Context: an optimization exercise on an open-source flow, tuned for small area, a short achievable clock period and few clock cycles. The choices shown serve that exercise and are no tape-out recipe. In this exercise RTL edits were held to simulation tests only and were not proved equivalent to the original. No activity file was given, so power comes from the tool's default toggle rates.

## mips_multicycle_core
module mips_multicycle_core #(
  parameter int                    ADDR_WIDTH = 32,
  parameter logic [ADDR_WIDTH-1:0] RESET_PC   = '0
) (
  input  logic                    clk,
  input  logic                    reset,
  output logic                    mem_req,
  output logic                    mem_we,
  output logic [ADDR_WIDTH-1:0]   mem_addr,
  output logic [31:0]             mem_wdata,
  input  logic                    mem_ready,
  input  logic [31:0]             mem_rdata,
  output logic [ADDR_WIDTH-1:0]   pc_o,
  output logic [31:0]             instr_o,
  output logic                    retire_o,
  output logic                    halted_o,
  output logic                    illegal_o,
  output logic                    misalign_o,
  input  logic [4:0]              dbg_reg_sel_i,
  output logic [31:0]             dbg_reg_data_o
);
  localparam logic [5:0] OP_R = 6'h00, OP_J = 6'h02, OP_BEQ = 6'h04, OP_BNE = 6'h05,
                         OP_ADDI = 6'h08, OP_LW = 6'h23, OP_SW = 6'h2B;
  localparam logic [5:0] F_ADD = 6'h20, F_SUB = 6'h22, F_AND = 6'h24, F_OR = 6'h25,
                         F_SLT = 6'h2A, F_BRK = 6'h0D;
  function automatic logic [31:0] add32(input logic [31:0] x, input logic [31:0] y,
                                        input logic ci);
    logic [31:0] g, p, gg, pp;
    g  = x & y;
    p  = x ^ y;
    gg = g;
    pp = p;
    gg[0] = g[0] | (p[0] & ci);
    for (int d = 1; d < 32; d = d * 2) begin
      for (int i = 31; i >= d; i--) begin
        gg[i] = gg[i] | (pp[i] & gg[i-d]);
        pp[i] = pp[i] & pp[i-d];
      end
    end
    add32 = p ^ {gg[30:0], ci};
  endfunction
  logic [31:2] pc_q, pc_d;
  logic [31:0] ir_q, ret_q, a_q, b_q, a_d, b_d;
  logic        ex_q, ex_d;           
  logic        retire_q, retire_d, halted_q, halted_d;
  ...
For scale: roughly 1200 flip-flops, about 210 I/O pins, roughly 72000 um^2 of cells after synthesis.
==> flow/config.mk <==
export PLATFORM = sky130hd
export DESIGN_NAME = mips_multicycle_core
export DESIGN_NICKNAME = mips_multicycle_core
export VERILOG_FILES = /design/flow/design.v
export SDC_FILE = /design/flow/constraint.sdc
export NUM_CORES = 4
export LEC_CHECK = 0
export CAP_MARGIN = 20
export CORE_MARGIN = 2
export CORE_UTILIZATION = 50
export PLACE_DENSITY = 0.62
export SETUP_SLACK_MARGIN = 1.5
export SLEW_MARGIN = 20
export TNS_END_PERCENT = 10
==> flow/constraint.sdc <==
create_clock -name core_clock -period 6.0 [get_ports {clk}]
set_input_delay 1.2000 -clock core_clock [delete_from_list [all_inputs] [get_ports {clk}]]
set_output_delay 1.2000 -clock core_clock [all_outputs]
set_load 0.01 [all_outputs]
standard.sh (not shown) runs the stock make flow with config.mk's settings and CLKGATE_MAP_FILE= SYNTH_SCRIPT=/design/flow/synth_recipe.tcl, a recipe that flattens the netlist after the stock synthesis.
==> flow/flow/run.sh <==
#!/bin/bash
# Standard layout, with the port buffers made as buf_4 instead of the default
# delay-cell buffer, and timing repair free to resize cells across footprints.
set -uo pipefail
bash standard.sh 'BUFFER_PORTS_ARGS=-buffer_cell sky130_fd_sc_hd__buf_4' MATCH_CELL_FOOTPRINT=0 finish > orfs_make.log 2>&1
status=$?
tail -20 orfs_make.log
exit $status
Testbench counts at the start, summed over its fixed seeds: cycles 42,506.
Change:
==> flow/run.sh (new file) <==
#!/bin/bash
# synth_recipe.tcl (not shown) runs the flow's synth.tcl, then flattens the netlist and writes it again
# the make line also repeats each setting of config.mk as NAME=value (left out here)
make -C /OpenROAD-flow-scripts/flow DESIGN_CONFIG=/design/flow/config.mk WORK_HOME=/design/flow/orfs CLKGATE_MAP_FILE= SYNTH_SCRIPT=/design/flow/synth_recipe.tcl finish
- CORE_UTILIZATION: 50 -> 45
- PLACE_DENSITY: 0.62 -> 0.6
- SETUP_SLACK_MARGIN: 1.5 -> default
- TNS_END_PERCENT: 10 -> default
removed: flow/flow/run.sh
removed: flow/standard.sh
Result: The new run went through all stages and came out clean; power shrinks by 2.0%; setup slack gets worse by 0.64 ns; synthesized area does not change; worst hold slack gets worse by 0.0038 ns.
Change:
==> flow/flow/run.sh (new file) <==
#!/bin/bash
# Standard layout, with the port buffers made as buf_4 instead of the default
# delay-cell buffer, and timing repair free to resize cells across footprints.
set -uo pipefail
bash standard.sh 'BUFFER_PORTS_ARGS=-buffer_cell sky130_fd_sc_hd__buf_4' MATCH_CELL_FOOTPRINT=0 finish > orfs_make.log 2>&1
status=$?
tail -20 orfs_make.log
exit $status
==> flow/standard.sh (new file) <==
#!/bin/bash
# synth_recipe.tcl (not shown) runs the flow's synth.tcl, then flattens the netlist and writes it again
# the make line also repeats each setting of config.mk as NAME=value (left out here)
make -C /OpenROAD-flow-scripts/flow DESIGN_CONFIG=/design/flow/config.mk WORK_HOME=/design/flow/orfs CLKGATE_MAP_FILE= SYNTH_SCRIPT=/design/flow/synth_recipe.tcl "${@:-finish}"
- SETUP_SLACK_MARGIN: default -> 0.5
removed: flow/run.sh
After rerunning: Setup slack is better by 0.50 ns; wire length shrinks slightly; global-route usage falls by 0.36 points; die area is unchanged; non-clock buffer count shrinks by 40; utilization falls by 0.39 points; synthesized area is unchanged; sequential power stays flat; clock skew is lower by 0.010 ns.
Change:
- CORE_UTILIZATION: 45 -> 50
- CTS_BUF_LIST: default -> sky130_fd_sc_hd__clkbuf_8
- PLACE_DENSITY: 0.6 -> 0.62
=> The changed run passed the timing, DRC and antenna checks; non-clock buffer count rose by 15; hold slack gets better by 0.0048 ns; die area fell by roughly a tenth; register-to-register slack gets worse by 0.41 ns.

==> what the ideal ports hide <==
No port has a modelled driver above. Below, the same layouts with a new extraction and two added sets of constraints. Step 1 assumes that a clkbuf_16 drives the clock port and a buf_2 every other input. Step 2 times the ports against the registers' clock, not the clock port: input delays grow and output delays shrink by t, the midpoint of the rising clock arrivals with the driver on. a / b / c = ideal ports / drivers / drivers and shift; a / b = the first two.
| run | t (ns) | slack for setup (ns) | slew at the worst register clock pin (ns) | worst data-port slew with drivers (ns) |
|---|---|---|---|---|
| the first run | 0.870 | 0.747 / 0.580 / 0.580 | 0.07 / 0.07 | 0.37 |
| the second run | 0.872 | 0.108 / -0.006 / -0.006 | 0.07 / 0.07 | 0.15 |
| the third run | 0.879 | 0.607 / 0.504 / 0.504 | 0.07 / 0.07 | 0.16 |
| the fourth run | 1.034 | 0.490 / 0.408 / 0.507 | 0.08 / 0.08 | 0.12 |
With both steps, setup timing fails in the second run, where it was met with ideal ports. The setup slack of the first run, which loses most, moves by -0.167 ns with the drivers and by -0.167 ns with both steps.
